Context: an optimization exercise on an open-source flow, tuned for a short achievable clock period and few clock cycles. The choices shown serve that exercise and are no tape-out recipe.
In this exercise RTL edits were held to simulation tests only and were not proved equivalent to the original.
No activity file was given, so power comes from the tool's default toggle rates.

== garnet ==
==> flow/design.v <==
package cpu_pkg;
  typedef logic [15:0] word_t;      
  typedef logic [15:0] instr_t;
  typedef logic [3:0]  reg_addr_t;
  typedef logic [15:0] imm_t;       
  typedef enum logic [3:0] {
    OP_NOP  = 4'd0,
    OP_ADD  = 4'd1,
    OP_SUB  = 4'd2,
    OP_AND  = 4'd3,
    OP_OR   = 4'd4,
    OP_XOR  = 4'd5,
    OP_MOVI = 4'd6,
    OP_ADDI = 4'd7,
    OP_B    = 4'd8
  } opcode_e;
  typedef enum logic {
    FWD_REG = 1'b0,   
    FWD_WB  = 1'b1    
  } fwd_sel_e;
  localparam word_t RESET_PC = 16'h0000;
  localparam int    NUM_REGS = 16;
endpackage
`timescale 1ns/1ns
module cpu_core #(
  parameter int NUM_REGS = cpu_pkg::NUM_REGS
) (
  input  logic               clk_i,
  input  logic               reset_2_r,
  input  cpu_pkg::instr_t    instr_i,
  output cpu_pkg::word_t     pc_o,
  output logic               wb_valid_o,
  output cpu_pkg::reg_addr_t wb_rd_o,
  output cpu_pkg::word_t     wb_data_o
);
  localparam int NF = 8;    
  logic [15:0]   pc_q;      
  logic [15:0]   pco_q;     
  assign pc_o = pco_q;
  logic [15:0]   f_next;
  logic          d_redir;   
  logic [15:0]   d_tgt;
  logic [NF-1:0] fv_q;
  logic [15:0]   fkey_q [NF];
  logic [15:0]   fkm1_q [NF];   
  logic [15:0]   ftgt_q [NF];
  logic [NF-1:0] fm_q;          
  logic          f_hit;
  logic [15:0]   f_fold;
  logic [NF-1:0] m_inc, m_fold;
  logic [NF-1:0] f_repl;        
  always_comb begin
    f_fold = '0;
    for (int i = 0; i < NF; i++) begin
      f_fold = f_fold | (fm_q[i] ? ftgt_q[i] : 16'h0000);
    end
  end
  assign f_hit = |fm_q;
  always_comb begin
    for (int i = 0; i < NF; i++) begin
      m_inc[i]  = fv_q[i] && (fkm1_q[i] == pc_q);
      m_fold[i] = fv_q[i] && (fkey_q[i] == f_fold);
    end
  end
  always_comb begin
    if (d_redir)    f_next = d_tgt;
    else if (f_hit) f_next = f_fold;
    else            f_next = pc_q + 16'd1;
  end
  always_ff @(posedge clk_i or posedge reset_2_r) begin
    if (reset_2_r) begin
      pc_q <= cpu_pkg::RESET_PC;
      fm_q <= '0;
    end else begin
      pc_q <= f_next;
      fm_q <= (d_redir ? '0 : f_hit ? m_fold : m_inc) & ~f_repl;
    end
  end
  always_ff @(posedge clk_i) begin
    pco_q <= reset_2_r ? cpu_pkg::RESET_PC : f_next;
  end
  logic        ir_v;
  logic [15:0] ir_q;
  logic [15:0] ir_pc;
  logic [15:0] ir_tgt;    
  always_ff @(posedge clk_i or posedge reset_2_r) begin
    if (reset_2_r) ir_v <= 1'b0;
    else           ir_v <= !d_redir;
  end
  always_ff @(posedge clk_i) begin
    ir_q   <= instr_i;
    ir_pc  <= pc_q;
    ir_tgt <= pc_q + {{4{instr_i[11]}}, instr_i[11:0]};
  end
  logic [3:0] d_op;
  logic       d_wr, d_movi, d_addi, d_sub, d_usea, d_useb;
  logic [3:0] d_rd, d_rn, d_rm, d_ra;
  assign d_op    = ir_q[15:12];
  assign d_wr    = ir_v && (d_op >= 4'd1) && (d_op <= 4'd7);
  assign d_movi  = (d_op == 4'd6);
  assign d_addi  = (d_op == 4'd7);
  assign d_sub   = (d_op == 4'd2);
  assign d_usea  = (d_op >= 4'd1) && (d_op <= 4'd5) || d_addi;
  assign d_useb  = (d_op >= 4'd1) && (d_op <= 4'd5);
  assign d_rd    = ir_q[11:8];
  assign d_rn    = ir_q[7:4];
  assign d_rm    = ir_q[3:0];
  assign d_ra    = d_addi ? d_rd : d_rn;
  assign d_redir = ir_v && (d_op == 4'd8);
  assign d_tgt   = ir_tgt;
  logic [15:0] lw_pc;
  logic        lw_v, gap_q;
  logic [2:0]  fptr_q;    
  logic        al_q;
  logic [15:0] al_key, al_tgt;
  always_ff @(posedge clk_i or posedge reset_2_r) begin
    if (reset_2_r) begin
      lw_v   <= 1'b0;
      gap_q  <= 1'b0;
      al_q   <= 1'b0;
      fptr_q <= '0;
      fv_q   <= '0;
    end else begin
      if (d_wr) begin
        lw_v  <= 1'b1;
        gap_q <= 1'b0;
      end else if (ir_v) begin
        gap_q <= 1'b1;
      end
      al_q <= d_wr && lw_v && gap_q;
      if (al_q) begin
        fv_q[fptr_q] <= 1'b1;
        fptr_q       <= fptr_q + 1'b1;
      end
    end
  end
  always_comb begin
    f_repl = '0;
    if (al_q) f_repl[fptr_q] = 1'b1;
  end
  always_ff @(posedge clk_i) begin
    if (d_wr) lw_pc <= ir_pc;
    al_key <= lw_pc;
    al_tgt <= ir_pc;
    if (al_q) begin
      fkey_q[fptr_q] <= al_key;
      fkm1_q[fptr_q] <= al_key - 16'd1;
      ftgt_q[fptr_q] <= al_tgt;
    end
  end
  localparam int SW = 8;           
  localparam int NS = 16 / SW;     
  logic [SW-1:0]       rf_q [NS][NUM_REGS];
  logic [NUM_REGS-1:0] rv_q [NS];
  logic [NS-1:0] x_wr, x_movi, x_addi, x_sub, x_and, x_or, x_xor, x_fa, x_fb, x_c;
  logic [3:0]    x_rd [NS];
  logic [3:0]    x_ra [NS];
  logic [3:0]    x_rb [NS];
  logic [7:0]    x_imm [NS];
  logic [SW-1:0] x_a [NS];
  logic [SW-1:0] x_b [NS];
  logic [SW-1:0] r_q [NS];
  logic [NS-1:0] w_wr;
  logic [3:0]    w_rd [NS];
  logic [SW-1:0] s_a [NS];
  logic [SW-1:0] s_b [NS];
  logic [SW-1:0] s_res [NS];
  logic [NS-1:0] s_co;
  logic [3:0]    g_ra [NS];      
  logic [3:0]    g_rb [NS];
  logic [NS-1:0] g_movi, g_addi;
  logic [7:0]    g_imm [NS];
  logic [SW-1:0] g_a [NS];       
  logic [SW-1:0] g_b [NS];
  always_comb begin
    g_ra[0]   = d_ra;
    g_rb[0]   = d_rm;
    g_movi[0] = d_movi;
    g_addi[0] = d_addi;
    g_imm[0]  = ir_q[7:0];
    for (int s = 1; s < NS; s++) begin
      g_ra[s]   = x_ra[s-1];
      g_rb[s]   = x_rb[s-1];
      g_movi[s] = x_movi[s-1];
      g_addi[s] = x_addi[s-1];
      g_imm[s]  = x_imm[s-1];
    end
  end
  for (genvar s = 0; s < NS; s++) begin : g_rd
    logic [SW-1:0] ra_v, rb_v;
    logic [15:0]   imm_z;
    assign ra_v  = (w_wr[s] && (w_rd[s] == g_ra[s])) ? r_q[s] :
                   rv_q[s][g_ra[s]] ? rf_q[s][g_ra[s]] : '0;
    assign rb_v  = (w_wr[s] && (w_rd[s] == g_rb[s])) ? r_q[s] :
                   rv_q[s][g_rb[s]] ? rf_q[s][g_rb[s]] : '0;
    assign imm_z = {8'h00, g_imm[s]};
    assign g_a[s] = g_movi[s] ? '0 : ra_v;
    assign g_b[s] = (g_movi[s] || g_addi[s]) ? imm_z[s*SW +: SW] : rb_v;
  end
  always_ff @(posedge clk_i or posedge reset_2_r) begin
    if (reset_2_r) begin
      x_wr <= '0;
      w_wr <= '0;
      for (int s = 0; s < NS; s++) rv_q[s] <= '0;
    end else begin
      x_wr <= {x_wr[NS-2:0], d_wr};
      w_wr <= x_wr;
      for (int s = 0; s < NS; s++) begin
        if (w_wr[s]) rv_q[s][w_rd[s]] <= 1'b1;
      end
    end
  end
  always_ff @(posedge clk_i) begin
    x_rd[0]   <= d_rd;
    x_ra[0]   <= d_ra;
    x_rb[0]   <= d_rm;
    x_imm[0]  <= ir_q[7:0];
    x_movi[0] <= d_movi;
    x_addi[0] <= d_addi;
    x_sub[0]  <= d_sub;
    x_and[0]  <= (d_op == 4'd3);
    x_or[0]   <= (d_op == 4'd4);
    x_xor[0]  <= (d_op == 4'd5);
    x_fa[0]   <= x_wr[0] && (x_rd[0] == d_ra) && d_usea;
    x_fb[0]   <= x_wr[0] && (x_rd[0] == d_rm) && d_useb;
    x_c[0]    <= d_sub;
    x_a[0]    <= g_a[0];
    x_b[0]    <= g_b[0];
    for (int s = 1; s < NS; s++) begin
      x_rd[s]   <= x_rd[s-1];
      x_ra[s]   <= x_ra[s-1];
      x_rb[s]   <= x_rb[s-1];
      x_imm[s]  <= x_imm[s-1];
      x_movi[s] <= x_movi[s-1];
      x_addi[s] <= x_addi[s-1];
      x_sub[s]  <= x_sub[s-1];
      x_and[s]  <= x_and[s-1];
      x_or[s]   <= x_or[s-1];
      x_xor[s]  <= x_xor[s-1];
      x_fa[s]   <= x_fa[s-1];
      x_fb[s]   <= x_fb[s-1];
      x_c[s]    <= s_co[s-1];
      x_a[s]    <= g_a[s];
      x_b[s]    <= g_b[s];
    end
    for (int s = 0; s < NS; s++) begin
      r_q[s]  <= s_res[s];
      w_rd[s] <= x_rd[s];
      if (w_wr[s]) rf_q[s][w_rd[s]] <= r_q[s];
    end
  end
  always_comb begin
    for (int s = 0; s < NS; s++) begin
      logic [SW:0] sum;
      s_a[s] = x_fa[s] ? r_q[s] : x_a[s];
      s_b[s] = (x_fb[s] ? r_q[s] : x_b[s]) ^ {SW{x_sub[s]}};
      sum    = {1'b0, s_a[s]} + {1'b0, s_b[s]} + {{SW{1'b0}}, x_c[s]};
      s_co[s] = sum[SW];
      if (x_and[s])      s_res[s] = s_a[s] & s_b[s];
      else if (x_or[s])  s_res[s] = s_a[s] | s_b[s];
      else if (x_xor[s]) s_res[s] = s_a[s] ^ s_b[s];
      else               s_res[s] = sum[SW-1:0];
    end
  end
  logic [SW-1:0] hold_q [NS][NS];    
  logic [15:0]   x_word;
  always_ff @(posedge clk_i) begin
    for (int s = 0; s < NS; s++) begin
      hold_q[s][0] <= r_q[s];
      for (int k = 1; k < NS; k++) hold_q[s][k] <= hold_q[s][k-1];
    end
  end
  always_comb begin
    x_word[(NS-1)*SW +: SW] = s_res[NS-1];
    if (NS > 1) x_word[(NS-2)*SW +: SW] = r_q[NS-2];
    for (int s = 0; s < NS - 2; s++) x_word[s*SW +: SW] = hold_q[s][NS-3-s];
  end
  logic        w_valid;
  logic [3:0]  w_rd_o;
  logic [15:0] w_data;
  always_ff @(posedge clk_i) begin
    w_valid <= !reset_2_r && x_wr[NS-1];
    w_rd_o  <= x_wr[NS-1] ? x_rd[NS-1] : 4'h0;
    w_data  <= x_wr[NS-1] ? x_word : 16'h0000;
  end
  assign wb_valid_o = w_valid;
  assign wb_rd_o    = w_rd_o;
  assign wb_data_o  = w_data;
endmodule
Settings: LEC_CHECK=0, ABC_CLOCK_PERIOD_IN_PS=1500, CAP_MARGIN=20, CORE_MARGIN=2, CORE_UTILIZATION=50, SETUP_SLACK_MARGIN=4.0, SLEW_MARGIN=20; clock period 6.0 ns.
run.sh (not shown) runs the stock make flow with config.mk's settings and CLKGATE_MAP_FILE= SYNTH_SCRIPT=/design/flow/synth_recipe.tcl, a recipe that flattens the netlist after the stock synthesis.
garnet did not stop at any stage, and its layout met the timing, DRC and antenna checks.
Testbench counts of garnet, summed over its fixed seeds: cycles 10,280.
Relative to garnet, the following input files were edited for onyx:
--- a/flow/design.v
+++ b/flow/design.v
@@ -147,9 +147,9 @@
       fkm1_q[fptr_q] <= al_key - 16'd1;
       ftgt_q[fptr_q] <= al_tgt;
     end
   end
-  localparam int SW = 8;           
+  localparam int SW = 4;           
   localparam int NS = 16 / SW;     
   logic [SW-1:0]       rf_q [NS][NUM_REGS];
   logic [NUM_REGS-1:0] rv_q [NS];
   logic [NS-1:0] x_wr, x_movi, x_addi, x_sub, x_and, x_or, x_xor, x_fa, x_fb, x_c;
--- outcome ---
Worst setup slack: onyx vs garnet up 0.26 ns. On critical path depth, the higher figure sits with garnet, not onyx. Diff garnet -> onyx: count of plain and timing-repair buffers in the layout lower; number of endpoints with negative hold slack in the final report held; simple-gate share of the synthesized area now smaller; proportion of power drawn by flip-flops and latches went up 0.9 points; area used by multi-input combinational logic has increased.
Testbench counts of onyx, summed over its fixed seeds: cycles 10,376.

[re-timing with driven ports]
No port has a modelled driver above. Below, the same layouts with a new extraction and two added sets of constraints. Step 1 (the two cells are an assumption about what drives the block):
set clk [get_ports {clk_i}]
set_driving_cell -lib_cell sky130_fd_sc_hd__clkbuf_16 $clk
set_driving_cell -lib_cell sky130_fd_sc_hd__buf_2 [delete_from_list [all_inputs] $clk]
Step 2 adds t to the input delays and takes it off the output delays; t is the mean of the earliest and latest rising clock arrival at the registers after step 1. Input paths then give back, and output paths get back, about the clock's delay inside the block. Three values: ideal, step 1, step 2; two values: the first two.
run | shift t [ns] | setup slack, ns | worst hold slack (ns) | latest minus earliest clock arrival (ns) | cell pins on the clock port's net
garnet | 0.712 | 3.283 / 3.283 / 3.012 | 0.324 / 0.324 / 0.324 | 0.036 / 0.036 | 1
onyx | 0.728 | 3.540 / 3.567 / 2.849 | 0.321 / 0.321 / 0.321 | 0.033 / 0.034 | 1
After both steps every run listed still meets setup and hold. The setup slack of onyx, which loses most, moves by +0.027 ns with the drivers and by -0.691 ns with both steps.
